This design comes from an exercise in tuning for small area, a short achievable clock period and few clock cycles per item on the open sky130 flow, not from production work. In this exercise RTL edits were held to simulation tests only and were not proved equivalent to the original. Power is estimated from default activity; no workload was simulated.

## preemptive_priority_scheduler
module preemptive_priority_scheduler (
  input  logic                          clk,
  input  logic                          rst_n,
  input  logic                          in_valid,
  output logic                          in_ready,
  input  logic                          in_cmd,
  input  logic [pps_pkg::PID_W-1:0]     in_process_id,
  input  logic [pps_pkg::LVL_W-1:0]     in_priority_level,
  output logic                          out_valid,
  input  logic                          out_ready,
  output logic                          out_running_valid,
  output logic [pps_pkg::PID_W-1:0]     out_running_pid,
  output logic [pps_pkg::LVL_W-1:0]     out_running_level,
  output logic                          out_preempt_flag,
  output logic [pps_pkg::PID_W-1:0]     out_preempted_pid,
  output logic [pps_pkg::STATUS_W-1:0]  out_status
);
  localparam int L = 5;
  localparam int D = 16;
  localparam int W = 16;
  logic         c0v, c1v;
  logic         c0_cmd, c1_cmd;
  logic [W-1:0] c0_pid, c1_pid;
  logic [2:0]   c0_lvl, c1_lvl;
  logic [2:0]   in_lvl_sat;
  logic         accept, proc;
  logic         ov;
  assign in_lvl_sat = (in_priority_level > 3'd4) ? 3'd4 : in_priority_level;
  assign in_ready   = !c1v;
  assign accept     = in_valid && !c1v;
  assign proc       = c0v && (!ov || out_ready);
  assign out_valid  = ov;
  always_ff @(posedge clk) begin
    if (!rst_n) begin
      c0v <= 1'b0;
      c1v <= 1'b0;
      ov  <= 1'b0;
    end else begin
      ov <= proc || (ov && !out_ready);
      if (proc) begin
        c0v <= c1v || accept;
        c1v <= 1'b0;
      end else if (!c0v) begin
        c0v <= accept;
      end else begin
        c1v <= c1v || accept;
      end
    end
  end
  logic c0_en;
  assign c0_en = (proc || !c0v) && (c1v || in_valid);
  always_ff @(posedge clk) begin
    if (c0_en) begin
      c0_cmd <= c1v ? c1_cmd : in_cmd;
      c0_pid <= c1v ? c1_pid : in_process_id;
  ...
Size: roughly 1500 flip-flops, roughly 65 I/O pins.
clock: 6.0 ns
lec_check: 0
cap_margin: 20
core_margin: 2
core_utilization: 50
cts_buf_list: sky130_fd_sc_hd__clkbuf_8
cts_cluster_diameter: 45
cts_cluster_size: 16
setup_slack_margin: 3.2
slew_margin: 20
run.sh (not shown) runs the stock make flow with config.mk's settings and CLKGATE_MAP_FILE= SYNTH_SCRIPT=/design/flow/synth_recipe.tcl, a recipe that flattens the netlist after the stock synthesis.
The first run finished clean.
Testbench counts at the start, summed over its fixed seeds: cycles 32,016, items 32,000.
Next try:
CTS_BUF_LIST = not set   (was sky130_fd_sc_hd__clkbuf_8)
CTS_CLUSTER_DIAMETER = not set   (was 45)
CTS_CLUSTER_SIZE = not set   (was 16)
SETUP_SLACK_MARGIN = 3.4   (was 3.2)
Effect: Maximum frequency went up by 6.7%; critical path depth rises by 2; sequential power barely changes; area after synthesis is unchanged; setup slack gets better by 0.18 ns; register-to-register slack improves by 0.18 ns.
Next try:
CTS_BUF_LIST = sky130_fd_sc_hd__clkbuf_8   (was not set)
CTS_CLUSTER_DIAMETER = 45   (was not set)
CTS_CLUSTER_SIZE = 16   (was not set)
After rerunning: Register-to-register slack gets better by 0.06 ns; global-route usage fell by 0.14 points; via count fell slightly.


The RTL this note starts from:
==> flow/design.v <==
package pps_pkg;
  localparam int LEVEL_COUNT = 5;
  localparam int QUEUE_DEPTH = 16;
  localparam int PID_BITS    = 16;
  localparam int PID_W    = 16;
  localparam int LVL_W    = 3;
  localparam int STATUS_W = 2;
  localparam int KEEP_W    = (PID_BITS < PID_W) ? PID_BITS : PID_W;
  localparam int LVL_IDX_W = (LEVEL_COUNT > 1) ? $clog2(LEVEL_COUNT) : 1;
  localparam int PTR_W     = (QUEUE_DEPTH > 1) ? $clog2(QUEUE_DEPTH) : 1;
  localparam int CNT_W     = $clog2(QUEUE_DEPTH + 1);
  localparam int ADDR_W    = LVL_IDX_W + PTR_W;
  localparam int RAM_DEPTH = LEVEL_COUNT << PTR_W;
  localparam logic CMD_READY   = 1'b0;
  localparam logic CMD_RELEASE = 1'b1;
  localparam logic [STATUS_W-1:0] STAT_OK       = 2'd0;
  localparam logic [STATUS_W-1:0] STAT_FULL     = 2'd1;
  localparam logic [STATUS_W-1:0] STAT_IDLE_REL = 2'd2;
  typedef struct packed {
    logic capture;
    logic exec;
    logic load_slot;
    logic publish;
  } pps_cmd_t;
  typedef struct packed {
    logic need_read;
  } pps_stat_t;
endpackage
import pps_pkg::*;
module preemptive_priority_scheduler (
  input  logic                          clk,
  input  logic                          rst_n,
  input  logic                          in_valid,
  output logic                          in_ready,
  input  logic                          in_cmd,
  input  logic [pps_pkg::PID_W-1:0]     in_process_id,
  input  logic [pps_pkg::LVL_W-1:0]     in_priority_level,
  output logic                          out_valid,
  input  logic                          out_ready,
  output logic                          out_running_valid,
  output logic [pps_pkg::PID_W-1:0]     out_running_pid,
  output logic [pps_pkg::LVL_W-1:0]     out_running_level,
  output logic                          out_preempt_flag,
  output logic [pps_pkg::PID_W-1:0]     out_preempted_pid,
  output logic [pps_pkg::STATUS_W-1:0]  out_status
);
  localparam int L = 5;
  localparam int D = 16;
  localparam int W = 16;
  logic         c0v, c1v;
  logic         c0_cmd, c1_cmd;
  logic [W-1:0] c0_pid, c1_pid;
  logic [2:0]   c0_lvl, c1_lvl;
  logic [2:0]   in_lvl_sat;
  logic         accept, proc;
  logic         ov;
  assign in_lvl_sat = (in_priority_level > 3'd4) ? 3'd4 : in_priority_level;
  assign in_ready   = rdy_r;
  assign accept     = in_valid && !c1v;
  assign proc       = c0v && (!ov || out_ready);
  assign out_valid  = ov;
  logic rdy_r, c1v_d;
  always_comb begin
    c1v_d = c1v;
    if (proc)      c1v_d = 1'b0;
    else if (c0v)  c1v_d = c1v || accept;
  end
  always_ff @(posedge clk) begin
    if (!rst_n) rdy_r <= 1'b1;
    else        rdy_r <= !c1v_d;
  end
  always_ff @(posedge clk) begin
    if (!rst_n) begin
      c0v <= 1'b0;
      c1v <= 1'b0;
      ov  <= 1'b0;
    end else begin
      ov <= proc || (ov && !out_ready);
      if (proc) begin
        c0v <= c1v || accept;
        c1v <= 1'b0;
      end else if (!c0v) begin
        c0v <= accept;
      end else begin
        c1v <= c1v || accept;
      end
    end
  end
  logic c0_en;
  assign c0_en = (proc || !c0v) && (c1v || in_valid);
  always_ff @(posedge clk) begin
    if (c0_en) begin
      c0_cmd <= c1v ? c1_cmd : in_cmd;
      c0_pid <= c1v ? c1_pid : in_process_id;
      c0_lvl <= c1v ? c1_lvl : in_lvl_sat;
    end
    if (accept) begin
      c1_cmd <= in_cmd;
      c1_pid <= in_process_id;
      c1_lvl <= in_lvl_sat;
    end
  end
  logic         busy;
  logic [W-1:0] slot_pid;
  logic [2:0]   slot_lvl;
  logic [3:0]   h_lo [L];
  logic [3:0]   h_hi [L];
  logic [3:0]   t_lo [L];
  logic [3:0]   t_hi [L];
  logic [L-1:0] ne, full;
  logic [D*W-1:0] mem [L];
  logic         is_rel;
  logic         preempt;
  logic [2:0]   push_lvl;
  logic [L-1:0] top_oh, push_oh;
  logic         any_ne, push_full;
  logic [2:0]   top_lvl;
  logic [W-1:0] rd;
  logic [W-1:0] rdl [L];
  assign is_rel   = c0_cmd;
  assign preempt  = busy && (c0_lvl > slot_lvl);
  assign push_lvl = preempt ? slot_lvl : c0_lvl;
  logic [W-1:0] wdata [L];
  always_comb
    for (int l = 0; l < L; l++) wdata[l] = (c0_lvl == 3'(l)) ? c0_pid : slot_pid;
  always_comb begin
    for (int l = 0; l < L; l++) begin
      push_oh[l] = (push_lvl == 3'(l));
      top_oh[l]  = ne[l];
      for (int k = l + 1; k < L; k++) top_oh[l] = top_oh[l] && !ne[k];
    end
    any_ne  = |ne;
    top_lvl = {ne[4], !ne[4] && (ne[3] || ne[2]), !ne[4] && (ne[3] || (!ne[2] && ne[1]))};
  end
  assign push_full = |(push_oh & full);
  always_comb begin
    rd = '0;
    for (int l = 0; l < L; l++) begin
      rdl[l] = '0;
      for (int i = 0; i < D; i++)
        if (h_hi[l][i/4] && h_lo[l][i%4]) rdl[l] = rdl[l] | mem[l][i*W +: W];
      if (top_oh[l]) rd = rd | rdl[l];
    end
  end
  logic         do_push, do_pop;
  logic [L-1:0] push_l, pop_l;
  assign do_push = proc && !is_rel && busy;
  assign do_pop  = proc && is_rel && busy;
  assign push_l  = {L{do_push}} & push_oh & ~full;
  assign pop_l   = {L{do_pop}} & top_oh;
  logic [3:0] t_lo_n [L];
  logic [3:0] t_hi_n [L];
  logic [3:0] h_lo_n [L];
  logic [3:0] h_hi_n [L];
  logic [L-1:0] tn_eq_h, hn_eq_t;
  always_comb begin
    for (int l = 0; l < L; l++) begin
      t_lo_n[l] = {t_lo[l][2:0], t_lo[l][3]};
      t_hi_n[l] = t_lo[l][3] ? {t_hi[l][2:0], t_hi[l][3]} : t_hi[l];
      h_lo_n[l] = {h_lo[l][2:0], h_lo[l][3]};
      h_hi_n[l] = h_lo[l][3] ? {h_hi[l][2:0], h_hi[l][3]} : h_hi[l];
      tn_eq_h[l] = |(t_lo_n[l] & h_lo[l]) && |(t_hi_n[l] & h_hi[l]);
      hn_eq_t[l] = |(h_lo_n[l] & t_lo[l]) && |(h_hi_n[l] & t_hi[l]);
    end
  end
  always_ff @(posedge clk) begin
    if (!rst_n) begin
      busy <= 1'b0;
      ne   <= '0;
      full <= '0;
      for (int l = 0; l < L; l++) begin
        h_lo[l] <= 4'b0001;
        h_hi[l] <= 4'b0001;
        t_lo[l] <= 4'b0001;
        t_hi[l] <= 4'b0001;
      end
    end else begin
      if (proc) begin
        if (is_rel) busy <= any_ne && busy;
        else        busy <= 1'b1;
      end
      for (int l = 0; l < L; l++) begin
        if (push_l[l]) begin
          t_lo[l] <= t_lo_n[l];
          t_hi[l] <= t_hi_n[l];
          ne[l]   <= 1'b1;
          full[l] <= tn_eq_h[l];
        end else if (pop_l[l]) begin
          h_lo[l] <= h_lo_n[l];
          h_hi[l] <= h_hi_n[l];
          ne[l]   <= !hn_eq_t[l];
          full[l] <= 1'b0;
        end
      end
    end
  end
  logic         slot_en, res_en;
  logic [W-1:0] slot_pid_d;
  logic [2:0]   slot_lvl_d;
  logic         pflag_d;
  logic [W-1:0] ppid_d;
  logic [1:0]   status_d;
  assign slot_en    = proc && (is_rel || !busy || preempt);
  assign slot_pid_d = is_rel ? rd : c0_pid;
  assign slot_lvl_d = is_rel ? top_lvl : c0_lvl;
  assign res_en     = proc;
  assign pflag_d    = !is_rel && preempt;
  assign ppid_d     = pflag_d ? slot_pid : '0;
  assign status_d   = (is_rel && !busy)              ? 2'd2 :
                      (!is_rel && busy && push_full) ? 2'd1 : 2'd0;
  always_ff @(posedge clk) begin
    if (proc) begin
      if (is_rel || !busy || preempt) begin
        slot_pid <= slot_pid_d;
        slot_lvl <= slot_lvl_d;
      end
    end
  end
  logic [W-1:0] o_pid;
  logic [2:0]   o_lvl;
  logic         o_pflag;
  logic [W-1:0] o_ppid;
  logic [1:0]   o_status;
  always_ff @(posedge clk) begin
    o_pid <= slot_en ? slot_pid_d : slot_pid;
    o_lvl <= slot_en ? slot_lvl_d : slot_lvl;
  end
  logic o_busy;
  always_ff @(posedge clk)
    o_busy <= proc ? (is_rel ? (any_ne && busy) : 1'b1) : busy;
  always_ff @(posedge clk) begin
    if (!rst_n) begin
      o_pflag  <= 1'b0;
      o_ppid   <= '0;
      o_status <= '0;
    end else if (res_en) begin
      o_pflag  <= pflag_d;
      o_ppid   <= ppid_d;
      o_status <= status_d;
    end
  end
  assign out_running_valid = o_busy;
  assign out_running_pid   = o_pid;
  assign out_running_level = o_lvl;
  assign out_preempt_flag  = o_pflag;
  assign out_preempted_pid = o_ppid;
  assign out_status        = o_status;
  always_ff @(posedge clk) begin
    for (int l = 0; l < L; l++)
      for (int i = 0; i < D; i++)
        if (!full[l] && t_hi[l][i/4] && t_lo[l][i%4]) mem[l][i*W +: W] <= wdata[l];
  end
endmodule
==> flow/config.mk <==
export PLATFORM = sky130hd
export DESIGN_NAME = preemptive_priority_scheduler
export DESIGN_NICKNAME = preemptive_priority_scheduler
export VERILOG_FILES = /design/flow/design.v
export SDC_FILE = /design/flow/constraint.sdc
export NUM_CORES = 4
export LEC_CHECK = 0
export CAP_MARGIN = 20
export CORE_MARGIN = 2
export CORE_UTILIZATION = 50
export CTS_BUF_LIST = sky130_fd_sc_hd__clkbuf_16
export CTS_CLUSTER_DIAMETER = 60
export CTS_CLUSTER_SIZE = 30
export SETUP_SLACK_MARGIN = 3.4
export SLEW_MARGIN = 20
==> flow/constraint.sdc <==
create_clock -name core_clock -period 6.0 [get_ports {clk}]
set_input_delay 1.2000 -clock core_clock [delete_from_list [all_inputs] [get_ports {clk}]]
set_output_delay 1.2000 -clock core_clock [all_outputs]
set_load 0.01 [all_outputs]
standard.sh (not shown) runs the stock make flow with config.mk's settings and CLKGATE_MAP_FILE= SYNTH_SCRIPT=/design/flow/synth_recipe.tcl, a recipe that flattens the netlist after the stock synthesis.
==> flow/flow/run.sh <==
#!/bin/bash
# The standard layout, except for the clock tree synthesis arguments below:
# no dummy loads are inserted (the other arguments are the ones the
# standard flow derives from config.mk). Each tool's output goes to its log
# under orfs/logs; make's own output goes to standard_flow.log here.
set -euo pipefail
CTS="-sink_clustering_enable -repair_clock_nets -sink_clustering_size 30 -sink_clustering_max_diameter 60 -buf_list sky130_fd_sc_hd__clkbuf_16 -dont_use_dummy_load"
bash standard.sh finish "CTS_ARGS=$CTS" > standard_flow.log 2>&1
The baseline ran to the end with no violations.
Testbench counts at the start, summed over its fixed seeds: cycles 32,016, items 32,000.
Rerun with:
==> flow/flow/run.sh (replaced) <==
#!/bin/bash
# The standard layout, except that clock tree synthesis inserts no dummy
# loads and the root and trunk use the larger clock buffer (the other
# arguments are the ones the standard flow derives from config.mk). Each
# goes to standard_flow.log here.
set -euo pipefail
CTS="-sink_clustering_enable -repair_clock_nets -sink_clustering_size 16 -sink_clustering_max_diameter 45 -buf_list sky130_fd_sc_hd__clkbuf_8 -root_buf sky130_fd_sc_hd__clkbuf_16 -tree_buf sky130_fd_sc_hd__clkbuf_16 -sink_clustering_buffer sky130_fd_sc_hd__clkbuf_8 -dont_use_dummy_load"
bash standard.sh finish "CTS_ARGS=$CTS" > standard_flow.log 2>&1
CTS_BUF_LIST = sky130_fd_sc_hd__clkbuf_8   (was sky130_fd_sc_hd__clkbuf_16)
CTS_CLUSTER_DIAMETER = 45   (was 60)
CTS_CLUSTER_SIZE = 16   (was 30)
The changed run finished clean.
Wire length goes up by 1.0%.
Synthesized area is unchanged.
Via count increases by 1.1%.


// preemptive_priority_scheduler: RTL as listed in full above, without the edits since
clock: 6.0 ns
lec_check: 0
cap_margin: 20
core_margin: 2
core_utilization: 50
cts_buf_list: sky130_fd_sc_hd__clkbuf_8
cts_cluster_diameter: 45
cts_cluster_size: 16
setup_slack_margin: 3.4
slew_margin: 20
==> flow/flow/run.sh <==
#!/bin/bash
set -euo pipefail
CTS="-sink_clustering_enable -repair_clock_nets -sink_clustering_size 16 -sink_clustering_max_diameter 45 -buf_list sky130_fd_sc_hd__clkbuf_8 -dont_use_dummy_load"
bash standard.sh finish "CTS_ARGS=$CTS" > standard_flow.log 2>&1
Testbench counts at the start, summed over its fixed seeds: cycles 32,016, items 32,000.
Rerun with:
==> flow/run.sh (new file) <==
#!/bin/bash
# synth_recipe.tcl (not shown) runs the flow's synth.tcl, then flattens the netlist and writes it again
# the make line also repeats each setting of config.mk as NAME=value (left out here)
make -C /OpenROAD-flow-scripts/flow DESIGN_CONFIG=/design/flow/config.mk WORK_HOME=/design/flow/orfs CLKGATE_MAP_FILE= SYNTH_SCRIPT=/design/flow/synth_recipe.tcl finish
removed: flow/flow/run.sh
removed: flow/standard.sh
What happened:
- The new run passed the timing, design-rule and antenna checks
- cell count goes up by 2.0%
- count of clock-buffer cells in the layout rises by 4
- via count increases by 0.68%
- design area went up by 1.7%
- clock skew drops by 61 ps
- first-iteration DRC count rose by 3.4%
- wire length barely changes
Rerun with:
--- a/flow/config.mk
+++ b/flow/config.mk
@@ -14 +14 @@
-export SETUP_SLACK_MARGIN = 3.4
+export SETUP_SLACK_MARGIN = 3.6
@@ -15,0 +16 @@
+export TNS_END_PERCENT = 10
The new run completed without violations.
Utilization is higher by 1.6 points.
Non-clock buffer count is higher by 85.
Hold slack got worse by 34 ps.
Combinational power is higher slightly.
Clock skew is lower by 32 ps.
Register-to-register slack improved by 20 ps.
Area after synthesis stays the same.
Total power is higher slightly.

static timing again, ports no longer ideal:
In the flow no input, the clock included, has a driving cell. The finished layouts below were timed again as built, in two steps.
Step 1 assumes that a clkbuf_16 drives the clock port and a buf_2 every other input.
Step 2 also shifts input and output timing later by t, the mid clock arrival at the registers, as if the neighbouring blocks saw the same clock.
Three values: no drivers, after step 1, after step 2; two values: the first two.
| run | t, ns | setup slack, ns | worst register clock-pin slew, ns |
|---|---|---|---|
| the first run of note 1 | 0.923 | 3.139 / 3.139 / 2.412 | 0.10 / 0.10 |
| the second run of note 1 | 0.833 | 3.320 / 3.320 / 2.748 | 0.07 / 0.07 |
| the third run of note 1 | 0.926 | 3.287 / 3.219 / 2.479 | 0.10 / 0.10 |
| the first run of note 2 | 0.774 | 3.315 / 3.315 / 2.812 | 0.10 / 0.10 |
| the second run of note 2 | 0.768 | 3.282 / 3.282 / 2.798 | 0.10 / 0.10 |
| the first run of note 3 | 0.881 | 3.310 / 3.310 / 2.544 | 0.10 / 0.10 |
| the second run of note 3 | 0.922 | 3.329 / 3.311 / 2.537 | 0.10 / 0.10 |
| the third run of note 3 | 0.903 | 3.353 / 3.344 / 2.607 | 0.10 / 0.10 |
After both steps setup and hold are still met in every run listed. The setup slack of the third run of note 1, which loses most, moves by -0.068 ns with the drivers and by -0.808 ns with both steps.
